Source: an optimization exercise on an open RTL-to-GDS flow (aim: small area). Production flows keep margins and buffers that such runs may drop. RTL that was checked went through simulation tests only; none was proved equivalent to the original. For runs 3 and 4, only the layout was checked, not whether the RTL still works. No activity file was given, so power comes from the tool's default toggle rates. No driver is modelled on the clock port, so clocking that relies on it looks cheaper here than on a real chip.

## design/flow/config.mk

```make
export PLATFORM = sky130hd
export DESIGN_NAME = ofdm_payload_rx
export DESIGN_NICKNAME = ofdm_payload_rx
export VERILOG_FILES = /design/flow/design.v
export SDC_FILE = /design/flow/constraint.sdc
export NUM_CORES = 4
export LEC_CHECK = 0
export CAP_MARGIN = 20
export CORE_MARGIN = 2
export CORE_UTILIZATION = 40
export PLACE_DENSITY = 0.6
export SLEW_MARGIN = 20
```

## design/flow/constraint.sdc

```tcl
create_clock -name core_clock -period 6.0 [get_ports {clk}]
set_input_delay 1.2000 -clock core_clock [delete_from_list [all_inputs] [get_ports {clk}]]
set_output_delay 1.2000 -clock core_clock [all_outputs]
set_load 0.01 [all_outputs]
```

## design/flow/design.v

```verilog
`timescale 1ns/1ps
module subcarrier_selector
(
    input  logic        clk,
    input  logic        reset,
    input  logic        accept_i,
    input  logic [2:0]  modulation_i,
    output logic        is_data_o,
    output logic        last_o,
    output logic        mod_qpsk_o,
    output logic        mod_qam16_o,
    output logic [2:0]  data_cnt_o
);
    localparam logic [255:0] USED_SUBCARRIER_MASK =
        ({256{1'b1}} << 156) | (((256'd1 << 101) - 256'd1) & ~256'd1);
    localparam logic [255:0] PILOT_MASK =
        (256'd1 << 13)  | (256'd1 << 38)  | (256'd1 << 63)  | (256'd1 << 88) |
        (256'd1 << 168) | (256'd1 << 193) | (256'd1 << 218) | (256'd1 << 243);
    localparam logic [255:0] DATA_SUBCARRIER_MASK =
        USED_SUBCARRIER_MASK & ~PILOT_MASK;
    logic [7:0] sc_cnt_q;
    assign is_data_o = DATA_SUBCARRIER_MASK[sc_cnt_q];
    assign last_o    = accept_i && (sc_cnt_q == 8'd255);
    always_ff @(posedge clk)
    begin
        if (reset)
        begin
            sc_cnt_q    <= '0;
            data_cnt_o  <= '0;
            mod_qpsk_o  <= 1'b0;
            mod_qam16_o <= 1'b0;
        end
        else if (accept_i)
        begin
            sc_cnt_q <= sc_cnt_q + 1'b1;
            if (sc_cnt_q == '0)
            begin
                mod_qpsk_o  <= (modulation_i == 3'd1);
                mod_qam16_o <= (modulation_i == 3'd2);
            end
            if (is_data_o)
                data_cnt_o <= data_cnt_o + 1'b1;
        end
    end
endmodule
`timescale 1ns/1ps
module constellation_demapper
(
    input  logic [31:0] sample_i,
    output logic        sign_i_o,
    output logic        inner_i_o,
    output logic        sign_q_o,
    output logic        inner_q_o
);
    localparam logic signed [15:0] QAM16_THRESHOLD = 16'sd8192;
    logic signed [15:0] s_i;
    logic signed [15:0] s_q;
    assign s_i       = sample_i[31:16];
    assign s_q       = sample_i[15:0];
    assign sign_i_o  = s_i[15];
    assign sign_q_o  = s_q[15];
    assign inner_i_o = (s_i < QAM16_THRESHOLD) && (s_i > -QAM16_THRESHOLD);
    assign inner_q_o = (s_q < QAM16_THRESHOLD) && (s_q > -QAM16_THRESHOLD);
endmodule
`timescale 1ns/1ps
module payload_assembler
(
    input  logic        clk,
    input  logic        reset,
    input  logic        write_i,
    input  logic        last_i,
    input  logic        mod_qpsk_i,
    input  logic        mod_qam16_i,
    input  logic [2:0]  data_cnt_i,
    input  logic        sign_i_i,
    input  logic        inner_i_i,
    input  logic        sign_q_i,
    input  logic        inner_q_i,
    input  logic        byte_ready_i,
    output logic [7:0]  byte_o,
    output logic        byte_valid_o,
    output logic        sending_o
);
    localparam int BUFFER_BYTES = 96;
    logic [7:0]  acc_q;
    logic        acc_full_q;
    logic        byte_done;
    logic [2:0]  pend_q;
    logic        sym_qpsk_q;
    logic        sym_qam16_q;
    logic [6:0]  rd_cnt_q;
    logic        rd_last;
    logic        shift;
    logic [7:0]  buf_q [BUFFER_BYTES];
    always_comb
    begin
        if (mod_qam16_i)
            byte_done = data_cnt_i[0];
        else if (mod_qpsk_i)
            byte_done = (data_cnt_i[1:0] == 2'd3);
        else
            byte_done = (data_cnt_i == 3'd7);
    end
    always_ff @(posedge clk)
    begin
        if (write_i)
        begin
            if (mod_qam16_i)
                acc_q[4*data_cnt_i[0] +: 4] <= {inner_q_i, sign_q_i, inner_i_i, sign_i_i};
            else if (mod_qpsk_i)
                acc_q[2*data_cnt_i[1:0] +: 2] <= {sign_q_i, sign_i_i};
            else
                acc_q[data_cnt_i] <= sign_i_i;
        end
    end
    always_ff @(posedge clk)
    begin
        if (reset)
            acc_full_q <= 1'b0;
        else if (write_i && byte_done)
            acc_full_q <= 1'b1;
        else if (!sending_o)
            acc_full_q <= 1'b0;
    end
    assign shift = byte_valid_o || (acc_full_q && !sending_o);
    always_ff @(posedge clk)
    begin
        if (shift)
        begin
            buf_q[0] <= acc_q;
            for (int i = 1; i < BUFFER_BYTES; i++)
                buf_q[i] <= buf_q[i-1];
        end
    end
    always_comb
    begin
        if (sym_qam16_q)
            byte_o = buf_q[95];
        else if (sym_qpsk_q)
            byte_o = buf_q[47];
        else
            byte_o = buf_q[23];
    end
    always_ff @(posedge clk)
    begin
        if (last_i)
        begin
            sym_qpsk_q  <= mod_qpsk_i;
            sym_qam16_q <= mod_qam16_i;
        end
    end
    always_comb
    begin
        if (sym_qam16_q)
            rd_last = (rd_cnt_q == 7'd95);
        else if (sym_qpsk_q)
            rd_last = (rd_cnt_q == 7'd47);
        else
            rd_last = (rd_cnt_q == 7'd23);
    end
    always_ff @(posedge clk)
    begin
        if (reset)
        begin
            pend_q       <= '0;
            sending_o    <= 1'b0;
            rd_cnt_q     <= '0;
            byte_valid_o <= 1'b0;
        end
        else
        begin
            pend_q       <= {pend_q[1:0], last_i};
            byte_valid_o <= sending_o && byte_ready_i;
            if (pend_q[2])
                sending_o <= 1'b1;
            else if (sending_o && byte_ready_i)
            begin
                if (rd_last)
                begin
                    sending_o <= 1'b0;
                    rd_cnt_q  <= '0;
                end
                else
                begin
                    rd_cnt_q <= rd_cnt_q + 1'b1;
                end
            end
        end
    end
endmodule
`timescale 1ns/1ps
module ofdm_payload_rx
(
    input  logic        clk,
    input  logic        reset,
    input  logic        sample_valid_i,
    input  logic [31:0] sample_i,
    input  logic [2:0]  modulation_i,
    input  logic        byte_ready_i,
    output logic        byte_valid_o,
    output logic [7:0]  byte_o,
    output logic        busy_o
);
    logic       accept;
    logic       is_data;
    logic       last;
    logic       mod_qpsk;
    logic       mod_qam16;
    logic [2:0] data_cnt;
    logic       sign_i;
    logic       inner_i;
    logic       sign_q;
    logic       inner_q;
    logic       sending;
    assign accept = sample_valid_i && !sending;
    subcarrier_selector u_selector (
        .clk          (clk),
        .reset        (reset),
        .accept_i     (accept),
        .modulation_i (modulation_i),
        .is_data_o    (is_data),
        .last_o       (last),
        .mod_qpsk_o   (mod_qpsk),
        .mod_qam16_o  (mod_qam16),
        .data_cnt_o   (data_cnt)
    );
    constellation_demapper u_demapper (
        .sample_i  (sample_i),
        .sign_i_o  (sign_i),
        .inner_i_o (inner_i),
        .sign_q_o  (sign_q),
        .inner_q_o (inner_q)
    );
    payload_assembler u_assembler (
        .clk          (clk),
        .reset        (reset),
        .write_i      (accept && is_data),
        .last_i       (last),
        .mod_qpsk_i   (mod_qpsk),
        .mod_qam16_i  (mod_qam16),
        .data_cnt_i   (data_cnt),
        .sign_i_i     (sign_i),
        .inner_i_i    (inner_i),
        .sign_q_i     (sign_q),
        .inner_q_i    (inner_q),
        .byte_ready_i (byte_ready_i),
        .byte_o       (byte_o),
        .byte_valid_o (byte_valid_o),
        .sending_o    (sending)
    );
    assign busy_o = sending;
endmodule
```

## design/flow/run.sh

```bash
#!/bin/bash
# synth_recipe.tcl (not shown) runs the flow's synth.tcl, then flattens the netlist and writes it again
# the make line also repeats each setting of config.mk as NAME=value (left out here)
make -C /OpenROAD-flow-scripts/flow DESIGN_CONFIG=/design/flow/config.mk WORK_HOME=/design/flow/orfs CLKGATE_MAP_FILE= SYNTH_SCRIPT=/design/flow/synth_recipe.tcl finish
```

==> results of run 1 <==
power breakdown:
part	leakage (nW)	switching (mW)	internal [mW]
logic	0.829	0.0551	0.0517
registers	7.20	0.0166	6.09
clock network	1.21	1.92	2.72
kinds of logic (layout without fill, tap and decap cells):
| kind of cell | after synthesis | count (layout) | share of synthesized area, % |
|---|---|---|---|
| muxes | 14 | 14 | 0.554 |
| and+or+nand+nor | 122 | 122 | 2.51 |
| DFF | 804 | 804 | 93.6 |
| adders and majority gates | 14 | 14 | 0.686 |
| xor gates and xnor gates | 13 | 13 | 0.446 |
| AOI/OAI and AO/OA | 65 | 65 | 1.68 |
| buffers and inverters | 32 | 205 | 0.554 |
metrics by stage:
step	util [%]	instances	worst slack [ns]	cell area, um2	hold WS, ns
floorplan	-	1064	0.0755	25500	0.400
global placement	42.9	1944	2.67	27100	0.401
detailed placement	42.9	1944	2.68	27100	0.405
CTS	46.8	2083	2.11	29500	0.409
global route	46.8	2083	2.08	29500	0.410
finish	46.8	2083	2.25	29500	0.403
cell usage after synthesis (3+ instances only):
library cell and number:
nor2b_1 7, dfxtp_1 26, o21ai_0 20, nand2_1 22, nand4_1 9, o32ai_1 4, nor2_1 35, nor3_1 4
nand3_1 6, mux2i_1 13, and3_1 4, a21oi_1 14, nor3b_1 3, nand2b_1 7, xor2_1 8, inv_1 12
nor4_1 7, or3_1 4, a211oi_1 5, clkbuf_1 14, a31oi_1 5, edfxtp_1 778, xnor2_1 5, ha_1 14
per-layer routing:
layer  GRT usage [%]  up-vias  share of wire [%]
met1            14.9     4879                 53
met2            12.0      210                 40
li1                -     4453                  -
met3            2.69       77                4.7
met5               0        -                  0
met4            4.25        0                2.9
flip-flops by register name, summed over array words and instances, names as in the netlist, named ones only:
signal	count
u_selector.mod_qpsk_o	1
u_assembler.sending_o	1
u_assembler.buf_q	768
u_assembler.acc_full_q	1
u_selector.data_cnt_o	3
u_assembler.rd_cnt_q	7
u_assembler.pend_q	3
u_selector.sc_cnt_q	8
u_assembler.sym_qpsk_q	1
u_assembler.sym_qam16_q	1
u_assembler.byte_valid_o	1
u_selector.mod_qam16_o	1
cell type report:
type | instances | area (um2) | area share [%]
Clock buffer | 92 | 2030 | 6.86
Clock inverter | 47 | 429 | 1.45
Inverter | 12 | 45.0 | 0.153
Multi-Input combinational cell | 228 | 1510 | 5.10
Sequential cell | 804 | 23900 | 80.9
Tap cell | 846 | 1060 | 3.58
Timing Repair Buffer | 54 | 579 | 1.96
how the worst max path moves through the flow:
| stage | slack [ns] | from | end | cells past startpoint |
|---|---|---|---|---|
| floorplan | 0.08 | u_assembler.sending_o | u_assembler.buf_q[0][0] | 2 |
| detailed placement | 2.68 | sample_valid_i | flop | 6 |
| CTS | 2.11 | u_assembler.sym_qam16_q | byte_o[6] | 3 |
| finish | 2.25 | u_assembler.sym_qam16_q | byte_o[6] | 3 |
| global route | 2.08 | u_assembler.sym_qam16_q | byte_o[6] | 3 |
| global placement | 2.67 | sample_valid_i | u_selector.mod_qam16_o | 6 |
==> metrics.yaml, run 1 <==
detailed_routing:
  first_pass_iters: 5
  via_per_inst: 4.62
  vias: 9619
  avgRoutedWirePerCell_um: 15.2
  drt_iter0_markers: 1085
  drc: 0
  wl_um: 31600
  detail-route-antenna-nets: 0
setup_path:
  path_buf_inv: 1
  rr_worst_depth: 7
  end_kind: "output port"
  required_ns: 4.80
  timing.rr.start: "u_selector.data_cnt_o[0]"
  path_cells: "nand2_1 -> o21ai_0 -> clkdlybuf4s50_1"
  crit_type: "flop to output port"
  worst-endpoint-arrival_ns: 2.55
  rrSetupSlack_ns: 3.25
  cp_top_family: "flip-flops"
  crit_path_top_delay_cell: "edfxtp_1"
  crit_path_start_kind: "flop"
  slowest_delay_ns: 0.99
  crit_fanout: 18
placed_design:
  portBuffers: 48
  gp_congestion: 0.724
  dpl.hpwl_um: 14500
power:
  leakage_nw: 9.24
  ir_drop_v: 0.000197
  power_mw: 10.9
  power_density_mw_per_mm2: 368
sta:
  hold_viol: 0
  min_period_ns: 3.75
  slew_headroom_pct: 34.5
  fin_crit_sh_pct: 62.5
  rsz0062_at_grt: "false"
  final-max-slew-violation-count: 0
  skew_ns: 0.0150
  max_freq_mhz: 267
  setup_tns_ns: 0
  worst_pin_slew_ns: 0.982
  setup_viol_count_final: 0
clocking:
  cts_hold_buf: 0
  clock_latency_ns: 0.60
  cts_setup_buffers: 0
  clock-sinks: 804
  numCtsBuffers: 76
  clockRootBuffer: "clkbuf_16"
  cts.path.max_buffers: 3
  htree_levels: 3
  cts_tree: "done"
  clk_pin_slew_ns: 0.06
  cts_resized: 0
die:
  die_area_mm2: 0.0658
  num_io_pins: 49
  core_area_mm2: 0.0631
  die_w_um: 257
  rows: 92
  start_util_pct: 40.5
  die_y_um: 257
synth:
  synth_area_leaders: "edfxtp_1, dfxtp_1, ha_1, nor2_1, mux2i_1"
  ys.flop_type: "edfxtp_1"
  synthDistinctLibCells: 54
  yosys.area.top_type: "edfxtp_1"
  synth-edff-count: 778
  yosysSeqAreaShare_pct: 93.6
  syn-num-nets: 1117
  ys.warnings.count: 3
  synth_seq_cells: 804
  syn_area_mm2: 0.0255
  postSynthAreaPerCell_um2: 24.0
  synth.top_cell.area_share_pct: 91.5
  async_flop_share_pct: 0
  synthCells: 1064
worst_hold_path:
  worst_hold_path.endpoint: "u_assembler.buf_q[60][4]"
  min_from: "u_assembler.buf_q[59][4]"
  hold_class: "flop to flop"
  min_path_cells: 0
layout:
  nNetsFinal: 1229
  fillers: 5198
  final_cell_mix: "edfxtp_1, clkbuf_16, clkdlybuf4s50_1"
  final_common_cell: "edfxtp_1"
  syn_to_final_growth_pct: 15.7
  antennaDiodeCount: 0
  drive_gt1_share_pct: 10.1
global_routing:
  track_usage_pct: 9.44
  grt_overflow: 0
  antenna_found_initial: 0
  grt_pass1_wl_um: 49900
  grt_pass1_vias: 9241
  grt_max_degree: 175
status:
  outcome: "complete, no violations"
flow_run:
  max-cap-violations: 0
==> run 2: changes to the inputs <==
--- a/design/flow/config.mk
+++ b/design/flow/config.mk
@@ -7,6 +7,8 @@
 export LEC_CHECK = 0
 export CAP_MARGIN = 20
 export CORE_MARGIN = 2
-export CORE_UTILIZATION = 40
-export PLACE_DENSITY = 0.6
+export CORE_UTILIZATION = 60
+export CTS_CLUSTER_DIAMETER = 100
+export CTS_CLUSTER_SIZE = 30
+export PLACE_DENSITY = 0.7
 export SLEW_MARGIN = 20
==> metrics.yaml, run 2 <==
synth:
  synth_seq_cells: 804
  ys.flop_type: "edfxtp_1"
  async_flop_share_pct: 0
  synth_common_cells: "edfxtp_1, nor2_1, dfxtp_1"
  synth_area_leaders: "edfxtp_1, dfxtp_1, ha_1, nor2_1, mux2i_1"
  yosysMostFrequentCell: "edfxtp_1"
  yosys.area.top_type: "edfxtp_1"
  synthDistinctLibCells: 54
  ys.warnings.count: 3
  postSynthAreaPerCell_um2: 24.0
  synth-edff-count: 778
  synth.top_cell.area_share_pct: 91.5
  syn_area_mm2: 0.0255
  synthCells: 1064
  syn-num-nets: 1117
  yosysSeqAreaShare_pct: 93.6
setup_path:
  required_ns: 4.80
  crit_fanout: 10
  slowest_delay_ns: 0.84
  end_kind: "output port"
  path_cells: "mux2i_1 -> o21ai_0 -> clkdlybuf4s50_1"
  crit_type: "flop to output port"
  crit_path_start_kind: "flop"
  crit_path_top_delay_cell: "edfxtp_1"
  rr_worst_depth: 6
  timing.rr.start: "u_selector.data_cnt_o[0]"
  worst-endpoint-arrival_ns: 2.40
  rrSetupSlack_ns: 3.25
placed_design:
  gp_congestion: 0.811
  dpl.hpwl_um: 14600
  post-place-ws_ns: 2.72
  placed_cell_area_mm2: 0.0267
  dp_cells: 1635
  portBuffers: 48
die:
  die_area_mm2: 0.0442
  start_util_pct: 60.8
  num_io_pins: 49
  die_w_um: 210
  rows: 75
  die_y_um: 210
  core_area_mm2: 0.0419
clocking:
  numCtsBuffers: 30
  clock-sinks: 804
  clock_latency_ns: 0.62
  cts.path.max_buffers: 3
  cts_setup_buffers: 0
  cts_resized: 0
  clockRootBuffer: "clkbuf_16"
  cts_tree: "done"
  cts_hold_buf: 0
  htree_levels: 1
  clk_pin_slew_ns: 0.10
layout:
  finalNonFillerCells: 1679
  register_area_mm2: 0.0239
  multi_input_area_mm2: 0.00151
  syn_to_final_growth_pct: 7.74
  nNetsFinal: 1181
  fin_area_mm2: 0.0275
  final_common_cell: "edfxtp_1"
  reg.largest.list: "u_assembler.buf_q (768), u_selector.sc_cnt_q (8), u_assembler.rd_cnt_q (7)"
  top_register: "u_assembler.buf_q"
  fillers: 2587
  drive_gt1_share_pct: 3.86
  final_cell_mix: "edfxtp_1, clkdlybuf4s50_1, nor2_1"
  largest_reg_flops: 768
power:
  ir_drop_v: 0.000234
  leakage_nw: 8.42
  power_density_mw_per_mm2: 313
sta:
  slew_headroom_pct: 32.7
  setup_viol_count_final: 0
  rsz0062_at_grt: "false"
  skew_ns: 0.0257
  setup_tns_ns: 0
  hold_viol: 0
  min_period_ns: 3.60
  fin_crit_sh_pct: 60.0
  final-max-slew-violation-count: 0
  worst_pin_slew_ns: 1.01
  setup_slack_ns: 2.40
  holdWs_ns: 0.415
  max_freq_mhz: 278
detailed_routing:
  drc: 0
  avgRoutedWirePerCell_um: 17.4
  vias: 9156
  wl_um: 29200
  detail-route-antenna-nets: 0
  first_pass_iters: 5
  via_per_inst: 5.45
  drt_iter0_markers: 910
worst_hold_path:
  hold_class: "flop to flop"
  worst_hold_path.endpoint: "u_assembler.buf_q[73][0]"
  min_path_cells: 0
  min_from: "u_assembler.buf_q[72][0]"
global_routing:
  track_usage_pct: 13.0
  grt_pass1_wl_um: 45100
  grt_pass1_vias: 8334
  grt_max_degree: 208
  grt_overflow: 0
  antenna_found_initial: 3
flow_run:
  max-cap-violations: 0
status:
  outcome: "complete, no violations"
-- run 2: kinds of logic (layout without fill, tap and decap cells) --
| family | Yosys count | in the layout | share of synthesized area [%] |
|---|---|---|---|
| DFF | 804 | 804 | 93.6 |
| muxes | 14 | 14 | 0.554 |
| other | 0 | 1 | 0 |
| buffers and inverters | 32 | 107 | 0.554 |
| adders and majority gates | 14 | 14 | 0.686 |
| AOI/OAI and AO/OA | 65 | 65 | 1.68 |
| xor gates and xnor gates | 13 | 13 | 0.446 |
| and+or+nand+nor | 122 | 122 | 2.51 |
-- run 2: layout make-up --
class	instances	share of cell area, %
clock buffer	42	2.97
tap	539	2.45
sequential	804	86.9
clock inverter	1	0.0319
antenna	1	0.00910
timing repair buffer	52	2.04
inverter	12	0.164
multi-input combinational	228	5.48
-- run 2: metrics by stage --
stage	util, %	power [mW]
6_report	65.6	8.61
5_1_grt	65.5	8.91
4_1_cts	65.5	8.72
3_5_place_dp	63.6	6.33
3_3_place_gp	63.6	6.32
2_1_floorplan	-	6.29
-- run 2: routing by layer --
metal / vias to the layer above / GRT usage [%] / part of all wire, %
li1: 4302 / - / -
met1: 4599 / 22.5 / 52
met2: 192 / 17.0 / 41
met3: 63 / 2.10 / 4.6
met4: 0 / 4.13 / 2.8
met5: - / 0 / 0
-- run 2: power breakdown --
part / switching (mW) / leakage (nW) / internal [mW]
Combinational: 0.0541 / 0.818 / 0.0516
Sequential: 0.0164 / 7.20 / 6.08
Clock: 1.45 / 0.399 / 0.956
Total: 1.52 / 8.42 / 7.09
-- run 2: worst max-delay path by stage --
stage / endpoint / slack [ns] / depth (start not counted) / startpoint
6_report: byte_o[3] / 2.40 / 3 / u_assembler.sym_qpsk_q
5_1_grt: byte_o[3] / 2.26 / 3 / u_assembler.sym_qpsk_q
4_1_cts: byte_o[3] / 2.31 / 3 / u_assembler.sym_qpsk_q
3_5_place_dp: u_selector.mod_qam16_o / 2.72 / 6 / sample_valid_i
3_3_place_gp: u_selector.mod_qam16_o / 2.70 / 6 / sample_valid_i
2_1_floorplan: u_assembler.buf_q[0][0] / 0.08 / 2 / u_assembler.sending_o
-- run 2: critical path, delay by kind of cell, from the launching register on --
kind / cells / cell delay, ns
AO/OA/AOI/OAI: 1 / 0.20
flip-flops: 1 / 0.84
buffers and inverters: 1 / 0.57
multiplexers: 1 / 0.18
==> run 3: changes to the inputs <==
--- a/design/flow/design.v
+++ b/design/flow/design.v
@@ -90,7 +90,13 @@
     logic        sym_qam16_q;
     logic [6:0]  rd_cnt_q;
     logic        rd_last;
-    logic        shift;
+    logic        shift_d;
+    logic        shift_q;
+    logic        shift_n_q;
+    logic        acc_full_d;
+    logic        byte_valid_d;
+    logic        sending_d;
+    logic [6:0]  rd_cnt_d;
     logic [7:0]  buf_q [BUFFER_BYTES];
     always_comb
     begin
@@ -113,24 +119,26 @@
                 acc_q[data_cnt_i] <= sign_i_i;
         end
     end
-    always_ff @(posedge clk)
-    begin
-        if (reset)
-            acc_full_q <= 1'b0;
-        else if (write_i && byte_done)
-            acc_full_q <= 1'b1;
+    always_comb
+    begin
+        if (write_i && byte_done)
+            acc_full_d = 1'b1;
         else if (!sending_o)
-            acc_full_q <= 1'b0;
-    end
-    assign shift = byte_valid_o || (acc_full_q && !sending_o);
-    always_ff @(posedge clk)
-    begin
-        if (shift)
-        begin
-            buf_q[0] <= acc_q;
-            for (int i = 1; i < BUFFER_BYTES; i++)
-                buf_q[i] <= buf_q[i-1];
-        end
+            acc_full_d = 1'b0;
+        else
+            acc_full_d = acc_full_q;
+    end
+    assign shift_d = byte_valid_d || (acc_full_d && !sending_d);
+    always_ff @(posedge clk)
+    begin
+        shift_q   <= !reset && shift_d;
+        shift_n_q <= reset || !shift_d;
+    end
+    always_ff @(posedge clk)
+    begin
+        buf_q[0] <= ({8{shift_q}} & acc_q) | ({8{shift_n_q}} & buf_q[0]);
+        for (int i = 1; i < BUFFER_BYTES; i++)
+            buf_q[i] <= ({8{shift_q}} & buf_q[i-1]) | ({8{shift_n_q}} & buf_q[i]);
     end
     always_comb
     begin
@@ -158,6 +166,26 @@
         else
             rd_last = (rd_cnt_q == 7'd23);
     end
+    always_comb
+    begin
+        byte_valid_d = sending_o && byte_ready_i;
+        sending_d    = sending_o;
+        rd_cnt_d     = rd_cnt_q;
+        if (pend_q[2])
+            sending_d = 1'b1;
+        else if (sending_o && byte_ready_i)
+        begin
+            if (rd_last)
+            begin
+                sending_d = 1'b0;
+                rd_cnt_d  = '0;
+            end
+            else
+            begin
+                rd_cnt_d = rd_cnt_q + 1'b1;
+            end
+        end
+    end
     always_ff @(posedge clk)
     begin
         if (reset)
@@ -166,25 +194,15 @@
             sending_o    <= 1'b0;
             rd_cnt_q     <= '0;
             byte_valid_o <= 1'b0;
+            acc_full_q   <= 1'b0;
         end
         else
         begin
             pend_q       <= {pend_q[1:0], last_i};
-            byte_valid_o <= sending_o && byte_ready_i;
-            if (pend_q[2])
-                sending_o <= 1'b1;
-            else if (sending_o && byte_ready_i)
-            begin
-                if (rd_last)
-                begin
-                    sending_o <= 1'b0;
-                    rd_cnt_q  <= '0;
-                end
-                else
-                begin
-                    rd_cnt_q <= rd_cnt_q + 1'b1;
-                end
-            end
+            sending_o    <= sending_d;
+            rd_cnt_q     <= rd_cnt_d;
+            byte_valid_o <= byte_valid_d;
+            acc_full_q   <= acc_full_d;
         end
     end
 endmodule
--- a/design/flow/config.mk
+++ b/design/flow/config.mk
@@ -8,7 +8,8 @@
 export CAP_MARGIN = 20
 export CORE_MARGIN = 2
 export CORE_UTILIZATION = 60
-export CTS_CLUSTER_DIAMETER = 100
-export CTS_CLUSTER_SIZE = 30
+export CTS_BUF_LIST = sky130_fd_sc_hd__clkbuf_8
+export CTS_CLUSTER_DIAMETER = 60
+export CTS_CLUSTER_SIZE = 18
 export PLACE_DENSITY = 0.7
 export SLEW_MARGIN = 20
==> metrics.yaml, run 3 <==
synth:
  synth-edff-count: 10
  synth.top_cell.area_share_pct: 63.0
  async_flop_share_pct: 0
  synthDistinctLibCells: 54
  postSynthAreaPerCell_um2: 12.6
  syn-num-nets: 2060
  ys.warnings.count: 3
  synth_area_leaders: "dfxtp_1, a22o_1, clkbuf_1, edfxtp_1, ha_1"
  synth_seq_cells: 805
  yosysMostFrequentCell: "dfxtp_1"
  ys.flop_type: "dfxtp_1"
  synth_common_cells: "dfxtp_1, a22o_1, clkbuf_1"
  synthCells: 2007
  yosys.area.top_type: "dfxtp_1"
  yosysSeqAreaShare_pct: 64.2
  syn_area_mm2: 0.0253
die:
  num_io_pins: 49
  die_area_mm2: 0.0438
  start_util_pct: 60.5
  rows: 75
  die_w_um: 209
  core_area_mm2: 0.0418
  die_y_um: 209
detailed_routing:
  first_pass_iters: 5
  detail-route-antenna-nets: 0
  wl_um: 39400
  via_per_inst: 6.11
  avgRoutedWirePerCell_um: 15.9
  drc: 0
  drt_iter0_markers: 1141
  vias: 15131
sta:
  holdWs_ns: 0.460
  max_freq_mhz: 272
  slew_headroom_pct: 33.5
  worst_pin_slew_ns: 0.997
  skew_ns: 0.0307
  setup_viol_count_final: 0
  min_period_ns: 3.68
  rsz0062_at_grt: "false"
  fin_crit_sh_pct: 61.3
  setup_tns_ns: 0
  final-max-slew-violation-count: 0
  hold_viol: 0
layout:
  fillers: 3201
  antennaDiodeCount: 0
  final_common_cell: "dfxtp_1"
  nNetsFinal: 1982
  syn_to_final_growth_pct: 5.47
  largest_reg_flops: 768
  drive_gt1_share_pct: 4.23
  reg.largest.list: "u_assembler.buf_q (768), u_selector.sc_cnt_q (8), u_assembler.rd_cnt_q (7)"
  top_register: "u_assembler.buf_q"
  final_cell_mix: "dfxtp_1, a22o_1, clkbuf_8"
global_routing:
  grt_use_met2_pct: 27.3
  grt_pass1_wl_um: 67400
  grt_max_degree: 222
  use_met3_pct: 2.84
  antenna_found_initial: 0
  grt_overflow: 0
  track_usage_pct: 17.7
  top_usage_layer: "met2"
  grtUsageMet1_pct: 25.7
  grt_pass1_vias: 14122
setup_path:
  crit_type: "flop to output port"
  required_ns: 4.80
  worst-endpoint-arrival_ns: 2.48
  crit_path_start_kind: "flop"
  path_cells: "mux2i_1 -> o21ai_0 -> clkdlybuf4s50_1"
  end_kind: "output port"
  crit_fanout: 10
  cp-startpoint: "u_assembler.sym_qpsk_q"
  slowest_delay_ns: 0.87
  timing.rr.start: "u_selector.data_cnt_o[0]"
  crit_path_top_delay_cell: "edfxtp_1"
status:
  outcome: "complete, no violations"
clocking:
  cts_tree: "done"
  clockRootBuffer: "clkbuf_8"
  cts_setup_buffers: 0
  cts.path.max_buffers: 3
  cts_resized: 0
  clk_pin_slew_ns: 0.11
  cts_hold_buf: 0
  clock_latency_ns: 0.65
  clock-sinks: 805
  htree_levels: 2
  numCtsBuffers: 52
power:
  ir_drop_v: 0.000180
  power_mw: 8.08
  leakage_nw: 10.2
  power_density_mw_per_mm2: 303
placed_design:
  gp_congestion: 0.770
  dpl.hpwl_um: 21400
  portBuffers: 48
flow_run:
  max-cap-violations: 0
worst_hold_path:
  min_from: "u_assembler.pend_q[1]"
  hold_class: "flop to flop"
## run 3: cell type report
| type | instances | area [um2] | share of cell area (%) |
|---|---|---|---|
| clock buffers | 54 | 743 | 2.79 |
| repair buffers | 59 | 638 | 2.39 |
| flip-flops and latches | 805 | 16200 | 60.9 |
| clock inverters | 10 | 62.6 | 0.235 |
| multi-input cells | 1000 | 8270 | 31.0 |
| well taps | 539 | 674 | 2.53 |
| inverters | 11 | 41.3 | 0.155 |
## run 3: power breakdown
part	internal, mW	switching (mW)	total [mW]
sequential	5.42	0.0562	5.47
clock	0.828	1.54	2.36
combinational	0.100	0.146	0.246
total	6.34	1.74	8.08
## run 3: metal layers
layer / routed length (um) / vias to the layer above
met5: 0 / -
met2: 16900 / 197
met3: 1270 / 56
li1: - / 7487
met1: 20500 / 7391
met4: 725 / 0
## run 3: cell families (layout without fill, tap and decap cells)
kind of cell / Yosys count / count (layout) / share of synthesized area, %
flops: 805 / 805 / 64.2
mux: 15 / 15 / 0.629
compound gates: 833 / 833 / 28.3
fa+ha+maj: 14 / 14 / 0.693
xor+xnor: 13 / 13 / 0.451
buf+inv: 202 / 134 / 3.10
simple gates: 125 / 125 / 2.65
## run 3: path summary, 6_finish.rpt
path / cells past startpoint / to / slack (ns)
setup reg to reg: 7 / flop / 3.12
hold / removal: 1 / u_assembler.pend_q[2] / 0.46
setup / recovery: 3 / byte_o[5] / 2.32
hold reg to reg: 1 / u_assembler.pend_q[2] / 0.46
## run 3: metrics by stage
stage / worst slack (ns) / util [%] / cell area [um2] / std cells
6_report: 2.32 / 63.8 / 26700 / 2478
5_1_grt: 2.17 / 63.8 / 26700 / 2478
4_1_cts: 2.25 / 63.8 / 26600 / 2477
3_5_place_dp: 2.61 / 61.9 / 25800 / 2413
3_3_place_gp: 2.66 / 61.9 / 25800 / 2413
2_1_floorplan: 3.53 / - / 25300 / 2007
## run 3: worst max-delay path, delay by kind of cell (launching register included)
kind                   cells  cell delay, ns
buffers and inverters      1            0.57
flip-flops                 1            0.87
AO/OA/AOI/OAI              1            0.20
multiplexers               1            0.18
==> run 4: changes to the inputs <==
--- a/design/flow/config.mk
+++ b/design/flow/config.mk
@@ -8,8 +8,7 @@
 export CAP_MARGIN = 20
 export CORE_MARGIN = 2
 export CORE_UTILIZATION = 60
-export CTS_BUF_LIST = sky130_fd_sc_hd__clkbuf_8
-export CTS_CLUSTER_DIAMETER = 60
-export CTS_CLUSTER_SIZE = 18
+export CTS_CLUSTER_DIAMETER = 100
+export CTS_CLUSTER_SIZE = 30
 export PLACE_DENSITY = 0.7
 export SLEW_MARGIN = 20
==> metrics.yaml, run 4 <==
layout:
  antennaDiodeCount: 0
  largest_reg_flops: 768
  syn_to_final_growth_pct: 5.41
  drive_gt1_share_pct: 2.83
  reg.largest.list: "u_assembler.buf_q (768), u_selector.sc_cnt_q (8), u_assembler.rd_cnt_q (7)"
  top_register: "u_assembler.buf_q"
  multi_input_area_mm2: 0.00827
  final_common_cell: "dfxtp_1"
  register_area_mm2: 0.0162
  final_cell_mix: "dfxtp_1, a22o_1, clkdlybuf4s50_1"
  fin_area_mm2: 0.0266
  fillers: 3183
  finalNonFillerCells: 2448
  nNetsFinal: 1960
sta:
  setup_slack_ns: 2.35
  skew_ns: 0.0218
  setup_viol_count_final: 0
  worst_pin_slew_ns: 1.00
  rsz0062_at_grt: "false"
  setup_tns_ns: 0
  final-max-slew-violation-count: 0
  slew_headroom_pct: 33.3
  min_period_ns: 3.65
  max_freq_mhz: 274
  fin_crit_sh_pct: 60.8
  hold_viol: 0
  holdWs_ns: 0.461
synth:
  ys.flop_type: "dfxtp_1"
  synthDistinctLibCells: 54
  synth_area_leaders: "dfxtp_1, a22o_1, clkbuf_1, edfxtp_1, ha_1"
  synth_seq_cells: 805
  syn_area_mm2: 0.0253
  yosysSeqAreaShare_pct: 64.2
  synth-edff-count: 10
  postSynthAreaPerCell_um2: 12.6
  synthCells: 2007
  yosys.area.top_type: "dfxtp_1"
  synth.top_cell.area_share_pct: 63.0
  synth_common_cells: "dfxtp_1, a22o_1, clkbuf_1"
  yosysMostFrequentCell: "dfxtp_1"
  ys.warnings.count: 3
  syn-num-nets: 2060
  async_flop_share_pct: 0
clocking:
  clk_pin_slew_ns: 0.12
  htree_levels: 1
  cts_tree: "done"
  cts.path.max_buffers: 3
  cts_hold_buf: 0
  cts_resized: 0
  cts_setup_buffers: 0
  clockRootBuffer: "clkbuf_16"
  clock_latency_ns: 0.62
  clock-sinks: 805
  numCtsBuffers: 30
die:
  die_w_um: 209
  die_area_mm2: 0.0438
  core_area_mm2: 0.0418
  die_y_um: 209
  start_util_pct: 60.5
  num_io_pins: 49
  rows: 75
global_routing:
  track_usage_pct: 17.4
  antenna_found_initial: 0
  grt_overflow: 0
  grt_max_degree: 222
  grt_pass1_vias: 13952
  grt_pass1_wl_um: 66700
worst_hold_path:
  hold_class: "flop to flop"
detailed_routing:
  first_pass_iters: 5
  avgRoutedWirePerCell_um: 15.9
  vias: 14993
  detail-route-antenna-nets: 0
  via_per_inst: 6.12
  drt_iter0_markers: 1248
  wl_um: 39000
  drc: 0
status:
  outcome: "complete, no violations"
placed_design:
  placed_cell_area_mm2: 0.0258
  gp_congestion: 0.770
  dp_cells: 2413
  dpl.hpwl_um: 21400
  portBuffers: 48
  post-place-ws_ns: 2.61
setup_path:
  crit_type: "flop to output port"
  crit_path_start_kind: "flop"
  end_kind: "output port"
  worst-endpoint-arrival_ns: 2.45
  crit_fanout: 10
  required_ns: 4.80
power:
  ir_drop_v: 0.000230
  leakage_nw: 10.2
  power_density_mw_per_mm2: 305
flow_run:
  max-cap-violations: 0
## run 4: path summary, 6_finish.rpt
| check | endpoint | cells past startpoint | start | slack, ns |
|---|---|---|---|---|
| worst min-delay path | u_assembler.pend_q[2] | 1 | u_assembler.pend_q[1] | 0.46 |
| worst min register to register | u_assembler.pend_q[2] | 1 | u_assembler.pend_q[1] | 0.46 |
| worst max-delay path | byte_o[5] | 3 | u_assembler.sym_qpsk_q | 2.35 |
| worst max register to register | flop | 7 | u_selector.data_cnt_o[0] | 3.16 |
## run 4: kinds of logic after synthesis
group	after synthesis	share of synthesized area (%)
AO/OA/AOI/OAI	833	28.3
XOR/XNOR	13	0.451
adder cells (fa/ha/maj)	14	0.693
buffers and inverters	202	3.10
flip-flops	805	64.2
multiplexers	15	0.629
AND/OR/NAND/NOR	125	2.65
## run 4: where the power goes
part | internal, mW | switching, mW
clock network | 0.934 | 1.47
registers | 5.42 | 0.0561
logic | 0.100 | 0.145
total | 6.45 | 1.67
## run 4: layout make-up
type | count | share of cell area (%)
Clock buffer | 33 | 2.94
Clock inverter | 1 | 0.0282
Inverter | 11 | 0.155
Multi-Input combinational cell | 1000 | 31.1
Sequential cell | 805 | 60.9
Tap cell | 539 | 2.53
Timing Repair Buffer | 59 | 2.40
## run 4: metal layers
| metal | vias up | routed length (um) | GRT usage [%] |
|---|---|---|---|
| met4 | 0 | 545 | 4.09 |
| met5 | - | 0 | 0 |
| met1 | 7332 | 20600 | 25.4 |
| met3 | 38 | 1100 | 2.04 |
| met2 | 165 | 16800 | 27.6 |
| li1 | 7458 | - | - |
## run 4: worst max-delay path: stages, from the launching register on
cell             delay, ns
edfxtp_1              0.87
mux2i_1               0.18
o21ai_0               0.20
clkdlybuf4s50_1       0.57
## run 4: metrics by stage
step	power [mW]	utilization (%)
finish	8.12	63.8
global placement	5.83	61.9
CTS	8.24	63.7
detailed placement	5.84	61.9
floorplan	5.77	-
global route	8.45	63.8
==> run 5: changes to the inputs <==
--- a/design/flow/design.v
+++ b/design/flow/design.v
@@ -97,7 +97,13 @@
     logic        byte_valid_d;
     logic        sending_d;
     logic [6:0]  rd_cnt_d;
-    logic [7:0]  buf_q [BUFFER_BYTES];
+    logic        phase_q;
+    logic [3:0]  in_a;
+    logic [3:0]  in_b;
+    logic [3:0]  rd_a;
+    logic [3:0]  rd_b;
+    logic [3:0]  buf_a_q [BUFFER_BYTES];
+    logic [3:0]  buf_b_q [BUFFER_BYTES];
     always_comb
     begin
         if (mod_qam16_i)
@@ -136,18 +142,51 @@
     end
     always_ff @(posedge clk)
     begin
-        buf_q[0] <= ({8{shift_q}} & acc_q) | ({8{shift_n_q}} & buf_q[0]);
+        if (reset)
+            phase_q <= 1'b0;
+        else
+            phase_q <= !phase_q;
+    end
+    always_comb
+    begin
+        for (int k = 0; k < 4; k++)
+        begin
+            in_a[k] = (phase_q ? acc_q[2*k+1] : acc_q[2*k]) ^ phase_q;
+            in_b[k] = (phase_q ? acc_q[2*k] : acc_q[2*k+1]) ^ phase_q;
+        end
+    end
+    always_ff @(posedge clk)
+    begin
+        buf_a_q[0] <= ~(({4{shift_q}} & in_b) | ({4{shift_n_q}} & buf_b_q[0]));
+        buf_b_q[0] <= ~(({4{shift_q}} & in_a) | ({4{shift_n_q}} & buf_a_q[0]));
         for (int i = 1; i < BUFFER_BYTES; i++)
-            buf_q[i] <= ({8{shift_q}} & buf_q[i-1]) | ({8{shift_n_q}} & buf_q[i]);
+        begin
+            buf_a_q[i] <= ~(({4{shift_q}} & buf_b_q[i-1]) | ({4{shift_n_q}} & buf_b_q[i]));
+            buf_b_q[i] <= ~(({4{shift_q}} & buf_a_q[i-1]) | ({4{shift_n_q}} & buf_a_q[i]));
+        end
     end
     always_comb
     begin
         if (sym_qam16_q)
-            byte_o = buf_q[95];
+        begin
+            rd_a = buf_a_q[95];
+            rd_b = buf_b_q[95];
+        end
         else if (sym_qpsk_q)
-            byte_o = buf_q[47];
-        else
-            byte_o = buf_q[23];
+        begin
+            rd_a = buf_a_q[47];
+            rd_b = buf_b_q[47];
+        end
+        else
+        begin
+            rd_a = buf_a_q[23];
+            rd_b = buf_b_q[23];
+        end
+        for (int k = 0; k < 4; k++)
+        begin
+            byte_o[2*k]   = (phase_q ? rd_b[k] : rd_a[k]) ^ phase_q;
+            byte_o[2*k+1] = (phase_q ? rd_a[k] : rd_b[k]) ^ phase_q;
+        end
     end
     always_ff @(posedge clk)
     begin
--- a/design/flow/config.mk
+++ b/design/flow/config.mk
@@ -8,7 +8,8 @@
 export CAP_MARGIN = 20
 export CORE_MARGIN = 2
 export CORE_UTILIZATION = 60
-export CTS_CLUSTER_DIAMETER = 100
-export CTS_CLUSTER_SIZE = 30
+export CTS_BUF_LIST = sky130_fd_sc_hd__clkbuf_8
+export CTS_CLUSTER_DIAMETER = 60
+export CTS_CLUSTER_SIZE = 18
 export PLACE_DENSITY = 0.7
 export SLEW_MARGIN = 20
==> metrics.yaml, run 5 <==
status:
  outcome: "complete, no violations"
synth:
  synthCells: 2031
  synth.top_cell.area_share_pct: 65.2
  async_flop_share_pct: 0
  synth_fa_ha_area_share_pct: 0.717
  yosys.area.top_type: "dfxtp_1"
  yosys.area_share.simple_pct: 2.60
  syn_area_mm2: 0.0244
  postSynthAreaPerCell_um2: 12.0
  synth_compound_area_share_pct: 25.7
  yosysSeqAreaShare_pct: 66.5
  synth_common_cells: "dfxtp_1, a22oi_1, clkbuf_1"
  ys.flop_type: "dfxtp_1"
  synthDistinctLibCells: 58
  synth-xor-area-share_pct: 0.466
  synth_area_leaders: "dfxtp_1, a22oi_1, clkbuf_1, edfxtp_1, ha_1"
  synth_seq_cells: 806
  ys.warnings.count: 4
  syn-num-nets: 2084
  synth-edff-count: 10
  synth_top_family_by_area: "compound AO/OA/AOI/OAI gates"
  yosysMostFrequentCell: "dfxtp_1"
  synth.mux.area_fraction_pct: 0.815
sta:
  slew_headroom_pct: 27.7
  worst_pin_slew_ns: 1.08
  setup_viol_count_final: 0
  hold_viol: 0
  setup_tns_ns: 0
  final-max-slew-violation-count: 0
  max_freq_mhz: 262
  fin_crit_sh_pct: 63.7
  rsz0062_at_grt: "false"
  min_period_ns: 3.82
  skew_ns: 0.0173
setup_path:
  timing.rr.start: "u_selector.data_cnt_o[0]"
  crit_path_start_kind: "flop"
  cp-startpoint: "u_assembler.sym_qpsk_q"
  end_kind: "output port"
  slowest_delay_ns: 0.72
  crit_type: "flop to output port"
  required_ns: 4.80
  worst-endpoint-arrival_ns: 2.62
  crit_path_top_delay_cell: "edfxtp_1"
  cp_top_family: "flip-flops"
  path_buf_inv: 1
  path_cells: "mux2i_1 -> nor2_1 -> a21oi_1 -> nand2_1 -> o21ai_0 -> clkdlybuf4s50_1"
  crit_fanout: 10
layout:
  final_common_cell: "dfxtp_1"
  syn_to_final_growth_pct: 5.89
  final_cell_mix: "dfxtp_1, a22oi_1, clkbuf_8"
  fillers: 3060
  antennaDiodeCount: 0
  drive_gt1_share_pct: 4.08
  reg.largest.list: "u_assembler.buf_a_q (384), u_assembler.buf_b_q (384), u_selector.sc_cnt_q (8)"
  nNetsFinal: 2002
global_routing:
  grt_max_degree: 306
  antenna_found_initial: 0
  top_usage_layer: "met2"
  grtUsageMet1_pct: 26.4
  grt_overflow: 0
  use_met3_pct: 3.50
  grt_use_met2_pct: 31.0
  track_usage_pct: 19.1
  grt_pass1_wl_um: 69100
  grt_pass1_vias: 14423
placed_design:
  gp_congestion: 0.806
  portBuffers: 48
  dpl.hpwl_um: 23500
detailed_routing:
  vias: 15401
  via_per_inst: 6.20
  drc: 0
  avgRoutedWirePerCell_um: 16.6
  first_pass_iters: 5
  wl_um: 41200
  detail-route-antenna-nets: 0
  drt_iter0_markers: 1317
die:
  start_util_pct: 61.2
  num_io_pins: 49
  die_y_um: 206
  die_area_mm2: 0.0423
  core_area_mm2: 0.0399
  die_w_um: 206
  rows: 73
power:
  power_mw: 9.08
  ir_drop_v: 0.000254
  leakage_nw: 13.9
  power_density_mw_per_mm2: 351
clocking:
  clock-sinks: 806
  htree_levels: 2
  cts_setup_buffers: 0
  clock_latency_ns: 0.66
  cts_resized: 0
  cts_hold_buf: 0
  clockRootBuffer: "clkbuf_8"
  cts_tree: "done"
  cts.path.max_buffers: 3
  numCtsBuffers: 52
  clk_pin_slew_ns: 0.11
worst_hold_path:
  min_from: "u_assembler.buf_b_q[31][2]"
  hold_class: "flop to flop"
flow_run:
  max-cap-violations: 0
[run 5: cell types whose count changed after synthesis, sizes merged, moves of 3 or more]
cell	before	now
a22oi	0	770
a22o	768	0
clkbuf	159	173
buf	32	19
a21oi	14	26
nor2	29	41
nand2b	9	4
mux2i	11	15
and2	2	5
nand4	11	8
nor2b	9	6
nor3b	4	1
[run 5: metrics by stage]
step / cell area, um2 / instances / utilization [%] / hold WS (ns) / setup WS, ns
after CTS: 25800 / 2484 / 64.7 / 0.437 / 2.06
after global placement: 24900 / 2419 / 62.5 / 0.425 / 2.57
after detailed placement: 24900 / 2419 / 62.5 / 0.426 / 2.57
final: 25900 / 2485 / 64.8 / 0.429 / 2.18
after global routing: 25900 / 2485 / 64.8 / 0.444 / 1.92
after floorplan: 24400 / 2031 / - / 0.406 / 3.39
[run 5: path summary, 6_finish.rpt]
kind	end	depth (start not counted)	slack (ns)
setup / recovery	byte_o[4]	6	2.18
hold / removal	u_assembler.buf_a_q[31][2]	1	0.43
setup reg to reg	flop	7	3.29
hold reg to reg	u_assembler.buf_a_q[31][2]	1	0.43
[run 5: layout make-up]
type	instances	area (um2)	area share [%]
Inverter	13	48.8	0.189
Clock buffer	56	771	2.98
Clock inverter	9	113	0.435
Sequential cell	806	16200	62.8
Timing Repair Buffer	56	627	2.42
Tap cell	525	657	2.54
Multi-Input combinational cell	1020	7400	28.6
[run 5: power by group]
part	internal, mW	total [mW]	leakage [nW]	switching, mW
sequential	5.86	6.17	6.77	0.303
combinational	0.243	0.415	6.64	0.172
clock	0.942	2.50	0.469	1.55
total	7.05	9.08	13.9	2.03
[run 5: cell families (layout without fill, tap and decap cells)]
group / Yosys count / after routing
buffers and inverters: 205 / 134
XOR/XNOR: 13 / 13
AO/OA/AOI/OAI: 848 / 848
multiplexers: 19 / 19
AND/OR/NAND/NOR: 126 / 126
flip-flops: 806 / 806
adder cells (fa/ha/maj): 14 / 14
[run 5: metal layers]
layer	vias to the layer above	routed length [um]	part of all wire (%)
li1	7585	-	-
met1	7587	19500	47
met2	186	19800	48
met3	43	1250	3.0
met4	0	588	1.4
met5	-	0	0
==> run 6: changes to the inputs <==
--- a/design/flow/config.mk
+++ b/design/flow/config.mk
@@ -8,8 +8,7 @@
 export CAP_MARGIN = 20
 export CORE_MARGIN = 2
 export CORE_UTILIZATION = 60
-export CTS_BUF_LIST = sky130_fd_sc_hd__clkbuf_8
-export CTS_CLUSTER_DIAMETER = 60
-export CTS_CLUSTER_SIZE = 18
+export CTS_CLUSTER_DIAMETER = 100
+export CTS_CLUSTER_SIZE = 30
 export PLACE_DENSITY = 0.7
 export SLEW_MARGIN = 20
==> metrics.yaml, run 6 <==
placed_design:
  gp_congestion: 0.806
  dpl.hpwl_um: 23500
  portBuffers: 48
setup_path:
  crit_fanout: 10
  rrSetupSlack_ns: 3.31
  crit_path_start_kind: "flop"
  rr_worst_depth: 7
  worst-endpoint-arrival_ns: 2.57
  timing.rr.start: "u_selector.data_cnt_o[0]"
  crit_type: "flop to output port"
  end_kind: "output port"
  required_ns: 4.80
power:
  p_sw_mw: 1.95
  seqPwrFrac_pct: 68.2
  internal_power_mw: 7.09
  switching_share_pct: 21.6
  power_density_mw_per_mm2: 350
  power_mw: 9.04
  ir_drop_v: 0.000228
  p_clk_share_pct: 27.2
  combPwrFrac_pct: 4.6
  leakage_nw: 13.8
layout:
  final_cell_mix: "dfxtp_1, a22oi_1, clkdlybuf4s50_1"
  antennaDiodeCount: 0
  reg.largest.list: "u_assembler.buf_a_q (384), u_assembler.buf_b_q (384), u_selector.sc_cnt_q (8)"
  drive_gt1_share_pct: 2.59
  syn_to_final_growth_pct: 5.64
  final_common_cell: "dfxtp_1"
  nNetsFinal: 1980
global_routing:
  track_usage_pct: 18.7
  grt_pass1_wl_um: 68400
  grt_overflow: 0
  grt_pass1_vias: 14177
  grt_max_degree: 306
  antenna_found_initial: 0
synth:
  synth.mux.area_fraction_pct: 0.815
  synth_top_family_by_area: "compound AO/OA/AOI/OAI gates"
  syn_area_mm2: 0.0244
  synth_seq_cells: 806
  postSynthAreaPerCell_um2: 12.0
  synth_fa_ha_area_share_pct: 0.717
  yosys.area_share.simple_pct: 2.60
  ys.warnings.count: 4
  synth-edff-count: 10
  synth.top_cell.area_share_pct: 65.2
  syn-num-nets: 2084
  synth_area_leaders: "dfxtp_1, a22oi_1, clkbuf_1, edfxtp_1, ha_1"
  async_flop_share_pct: 0
  synthCells: 2031
  synth_common_cells: "dfxtp_1, a22oi_1, clkbuf_1"
  synth-xor-area-share_pct: 0.466
  yosys.area.top_type: "dfxtp_1"
  synthDistinctLibCells: 58
  ys.flop_type: "dfxtp_1"
  synth_compound_area_share_pct: 25.7
  yosysMostFrequentCell: "dfxtp_1"
  yosysSeqAreaShare_pct: 66.5
detailed_routing:
  drc: 0
  first_pass_iters: 5
  via_per_inst: 6.21
  vias: 15251
  wl_um: 40800
  detail-route-antenna-nets: 0
  avgRoutedWirePerCell_um: 16.6
  drt_iter0_markers: 1429
clocking:
  clk_pin_slew_ns: 0.11
  cts_resized: 0
  clockRootBuffer: "clkbuf_16"
  htree_levels: 1
  numCtsBuffers: 30
  clock_latency_ns: 0.61
  clock-sinks: 806
  cts_hold_buf: 0
  cts.path.max_buffers: 3
  cts_tree: "done"
  cts_setup_buffers: 0
sta:
  setup_viol_count_final: 0
  rsz0062_at_grt: "false"
  min_period_ns: 3.77
  fin_crit_sh_pct: 62.9
  slew_headroom_pct: 27.0
  max_freq_mhz: 265
  skew_ns: 0.0115
  setup_tns_ns: 0
  worst_pin_slew_ns: 1.10
  final-max-slew-violation-count: 0
  hold_viol: 0
status:
  outcome: "complete, no violations"
worst_hold_path:
  hold_class: "flop to flop"
  min_from: "u_assembler.buf_b_q[31][2]"
  min_path_cells: 1
  worst_hold_path.endpoint: "u_assembler.buf_a_q[31][2]"
die:
  rows: 73
  num_io_pins: 49
  start_util_pct: 61.2
  die_w_um: 206
  core_area_mm2: 0.0399
  die_y_um: 206
  die_area_mm2: 0.0423
flow_run:
  max-cap-violations: 0
run 6: changes by cell type in the layout (fill, tap and decap cells not counted), moves of 3 or more:
cell       change
clkbuf_16     +31
clkbuf_8      -56
inv_1          -3
clkbuf_1       +4
run 6: kinds of logic (layout without fill, tap and decap cells):
kind of cell               count (synthesis)  after routing
DFF                                      806            806
buffers and inverters                    205            105
AOI/OAI and AO/OA                        848            848
adders and majority gates                 14             14
muxes                                     19             19
xor gates and xnor gates                  13             13
and+or+nand+nor                          126            126
run 6: worst max-delay path: stages (launching register included):
cell             delay, ns
edfxtp_1              0.73
mux2i_1               0.25
nor2_1                0.05
a21oi_1               0.17
nand2_1               0.07
o21ai_0               0.11
clkdlybuf4s50_1       0.57
run 6: power groups by stage:
stage | Clock [mW] | Sequential [mW] | Combinational (mW)
floorplan | 0 | 6.17 | 0.332
global placement | 0 | 6.27 | 0.393
detailed placement | 0 | 6.28 | 0.421
CTS | 2.54 | 6.17 | 0.425
global route | 2.72 | 6.23 | 0.485
finish | 2.46 | 6.17 | 0.416
run 6: final cells by class:
cell class              instances  area, um2
flip-flops and latches        806      16200
fillers                      3066      14100
repair buffers                 56        627
inverters                      13       48.8
clock inverters                 1       30.0
multi-input cells            1020       7400
well taps                     525        657
clock buffers                  35        791
run 6: how the worst max path moves through the flow:
stage	start	endpoint	slack, ns
3_5_place_dp	sample_valid_i	flop	2.57
6_report	u_assembler.sym_qpsk_q	byte_o[4]	2.23
5_1_grt	u_assembler.sym_qpsk_q	byte_o[0]	1.97
2_1_floorplan	sample_valid_i	flop	3.39
4_1_cts	u_assembler.sym_qpsk_q	byte_o[4]	2.13
3_3_place_gp	sample_valid_i	flop	2.57
run 6: stage by stage:
stage	cell area [um2]	hold slack (ns)	utilization [%]	worst slack (ns)	std cells
after floorplan	24400	0.406	-	3.39	2031
final	25800	0.441	64.6	2.23	2456
after global routing	25800	0.451	64.6	1.97	2456
after global placement	24900	0.425	62.5	2.57	2419
after detailed placement	24900	0.426	62.5	2.57	2419
after CTS	25800	0.443	64.6	2.13	2455
run 6: layer usage:
metal / GRT usage [%] / wire, um / up-vias
met1: 26.5 / 19400 / 7535
li1: - / - / 7525
met4: 3.70 / 635 / 0
met5: 0 / 0 / -
met3: 2.20 / 938 / 42
met2: 30.9 / 19800 / 149
==> run 7: changes to the inputs <==
==> design/flow/flow/run.sh (new file) <==
#!/bin/bash
# Standard ORFS layout, with single-strength port buffers and a clock tree
# built from larger sink clusters without dummy loads.
set -euo pipefail
export BUFFER_PORTS_ARGS="-buffer_cell sky130_fd_sc_hd__buf_1"
export CTS_ARGS="-sink_clustering_enable -repair_clock_nets -sink_clustering_size 30 -sink_clustering_max_diameter 100 -dont_use_dummy_load"
bash standard.sh > standard.log 2>&1
==> design/flow/standard.sh (new file) <==
#!/bin/bash
# synth_recipe.tcl (not shown) runs the flow's synth.tcl, then flattens the netlist and writes it again
# the make line also repeats each setting of config.mk as NAME=value (left out here)
make -C /OpenROAD-flow-scripts/flow DESIGN_CONFIG=/design/flow/config.mk WORK_HOME=/design/flow/orfs CLKGATE_MAP_FILE= SYNTH_SCRIPT=/design/flow/synth_recipe.tcl "${@:-finish}"
--- a/design/flow/config.mk
+++ b/design/flow/config.mk
@@ -8,7 +8,5 @@
 export CAP_MARGIN = 20
 export CORE_MARGIN = 2
 export CORE_UTILIZATION = 60
-export CTS_CLUSTER_DIAMETER = 100
-export CTS_CLUSTER_SIZE = 30
 export PLACE_DENSITY = 0.7
 export SLEW_MARGIN = 20
removed: design/flow/run.sh
==> metrics.yaml, run 7 <==
setup_path:
  end_kind: "output port"
  crit_path_top_delay_cell: "edfxtp_1"
  crit_type: "flop to output port"
  slowest_delay_ns: 0.74
  crit_fanout: 10
  required_ns: 4.80
  crit_path_start_kind: "flop"
  path_cells: "mux2i_1 -> nor2_1 -> a21oi_1 -> nand2_1 -> o21ai_0 -> buf_1"
  worst-endpoint-arrival_ns: 2.23
die:
  die_y_um: 206
  start_util_pct: 61.2
  core_area_mm2: 0.0399
  die_w_um: 206
  die_area_mm2: 0.0423
  num_io_pins: 49
  rows: 73
layout:
  drive_gt1_share_pct: 2.59
  fillers: 3051
  syn_to_final_growth_pct: 4.22
  register_area_mm2: 0.0162
  reg.largest.list: "u_assembler.buf_a_q (384), u_assembler.buf_b_q (384), u_selector.sc_cnt_q (8)"
  nNetsFinal: 1982
  final_common_cell: "dfxtp_1"
  multi_input_area_mm2: 0.00740
  fin_util_pct: 63.8
  antennaDiodeCount: 0
  final_cell_mix: "dfxtp_1, a22oi_1, buf_1"
power:
  ir_drop_v: 0.000295
  power_density_mw_per_mm2: 350
  leakage_nw: 13.7
detailed_routing:
  via_per_inst: 6.24
  avgRoutedWirePerCell_um: 16.4
  detail-route-antenna-nets: 0
  drt_iter0_markers: 1248
  wl_um: 40300
  first_pass_iters: 5
  vias: 15310
  drc: 0
clocking:
  clock_latency_ns: 0.62
  cts.path.max_buffers: 3
  cts_tree: "done"
  clk_pin_slew_ns: 0.10
  numCtsBuffers: 30
  cts_hold_buf: 0
  clockRootBuffer: "clkbuf_16"
  htree_levels: 1
  clock-sinks: 806
  cts_setup_buffers: 0
  cts_resized: 0
synth:
  synth-edff-count: 10
  synthCells: 2031
  ys.flop_type: "dfxtp_1"
  syn_area_mm2: 0.0244
  async_flop_share_pct: 0
  syn-num-nets: 2084
  synth_seq_cells: 806
  synth.top_cell.area_share_pct: 65.2
  ys.warnings.count: 4
  yosys.area.top_type: "dfxtp_1"
  yosysSeqAreaShare_pct: 66.5
  synth_common_cells: "dfxtp_1, a22oi_1, clkbuf_1"
  synth_area_leaders: "dfxtp_1, a22oi_1, clkbuf_1, edfxtp_1, ha_1"
  yosysMostFrequentCell: "dfxtp_1"
  postSynthAreaPerCell_um2: 12.0
  synthDistinctLibCells: 58
sta:
  hold_viol: 0
  fin_crit_sh_pct: 57.2
  setup_tns_ns: 0
  rsz0062_at_grt: "false"
  max_freq_mhz: 291
  setup_viol_count_final: 0
  worst_pin_slew_ns: 1.05
  min_period_ns: 3.43
  final-max-slew-violation-count: 0
  slew_headroom_pct: 30.0
  setup_slack_ns: 2.57
  skew_ns: 0.0426
global_routing:
  grtUsageMet1_pct: 26.1
  grt_max_degree: 273
  track_usage_pct: 18.5
  antenna_found_initial: 0
  grt_pass1_vias: 14067
  grt_pass1_wl_um: 67500
  grt_use_met2_pct: 30.5
  grt_overflow: 0
  use_met3_pct: 2.19
  top_usage_layer: "met2"
flow_run:
  max-cap-violations: 0
placed_design:
  post-place-ws_ns: 2.93
  gp_congestion: 0.769
  portBuffers: 48
  dpl.hpwl_um: 23600
status:
  outcome: "complete, no violations"
worst_hold_path:
  hold_class: "flop to flop"
==> run 7: cell counts after synthesis <==
Identical to the previous run, type by type.
==> run 7: critical path: cells and delay by family (launching register included) <==
| family | cells | cell delay, ns |
|---|---|---|
| compound gates | 2 | 0.28 |
| buf+inv | 1 | 0.18 |
| flops | 1 | 0.74 |
| mux | 1 | 0.28 |
| simple gates | 2 | 0.13 |
==> run 7: layout make-up <==
class                      count  area share [%]
timing repair buffer          58            1.38
sequential                   806            63.8
tap                          525            2.58
multi-input combinational   1020            29.1
inverter                      13           0.192
clock buffer                  30            2.95
==> run 7: path summary, 6_finish.rpt <==
| path | depth (start not counted) | from | slack, ns | endpoint |
|---|---|---|---|---|
| setup / recovery | 6 | u_assembler.sym_qpsk_q | 2.57 | byte_o[5] |
| hold / removal | 1 | u_assembler.buf_a_q[79][2] | 0.41 | u_assembler.buf_b_q[79][2] |
| setup reg to reg | 7 | u_selector.data_cnt_o[0] | 3.33 | flop |
| hold reg to reg | 1 | u_assembler.buf_a_q[79][2] | 0.41 | u_assembler.buf_b_q[79][2] |
==> run 7: power by group <==
| part | switching (mW) | internal, mW | leakage (nW) | total, mW |
|---|---|---|---|---|
| Clock | 1.45 | 0.899 | 0.370 | 2.35 |
| Sequential | 0.302 | 5.86 | 6.77 | 6.16 |
| Combinational | 0.175 | 0.220 | 6.52 | 0.395 |
==> run 7: kinds of logic (layout without fill, tap and decap cells) <==
family	Yosys count	count (layout)	share of synthesized area (%)
XOR/XNOR	13	13	0.466
AO/OA/AOI/OAI	848	848	25.7
multiplexers	19	19	0.815
adder cells (fa/ha/maj)	14	14	0.717
flip-flops	806	806	66.5
AND/OR/NAND/NOR	126	126	2.60
buffers and inverters	205	101	3.22
==> run 7: per-stage QoR <==
stage	std cells	power [mW]	area (um2)	hold WS, ns
2_1_floorplan	2031	6.51	24400	0.406
3_3_place_gp	2421	6.64	24700	0.426
3_5_place_dp	2421	6.68	24700	0.425
4_1_cts	2451	9.01	25400	0.416
5_1_grt	2452	9.30	25500	0.426
6_report	2452	8.91	25500	0.414
==> run 7: metal layers <==
metal / part of all wire [%] / wire [um]
met3: 2.7 / 1090
met4: 1.4 / 576
met5: 0 / 0
met2: 48 / 19500
met1: 48 / 19200

==> afterwards: timing with drivers on the ports <==
Ports are ideal in the flow. The routed layouts listed here were re-timed in OpenROAD. Step 1 assumes that a clkbuf_16 drives the clock port and a buf_2 every other input. Step 2, shift: input delay + t, output delay - t, t = (earliest + latest rising clock arrival at the registers) / 2. This alone moves slack from input paths to output paths. a / b / c = no drivers / after step 1 / after step 2; a / b = the first two.
| run | t, ns | setup WS [ns] | slew at the worst register clock pin (ns) |
|---|---|---|---|
| run 1 | 0.645 | 2.252 / 2.195 / 2.667 | 0.06 / 0.06 |
| run 2 | 0.650 | 2.400 / 2.351 / 2.712 | 0.11 / 0.11 |
| run 3 | 0.683 | 2.320 / 2.270 / 2.638 | 0.11 / 0.11 |
| run 4 | 0.662 | 2.354 / 2.300 / 2.638 | 0.12 / 0.12 |
| run 5 | 0.707 | 2.177 / 2.126 / 2.514 | 0.11 / 0.11 |
| run 6 | 0.657 | 2.225 / 2.170 / 2.571 | 0.11 / 0.11 |
| run 7 | 0.651 | 2.565 / 2.511 / 2.915 | 0.11 / 0.11 |
After both steps every run listed still meets setup and hold.
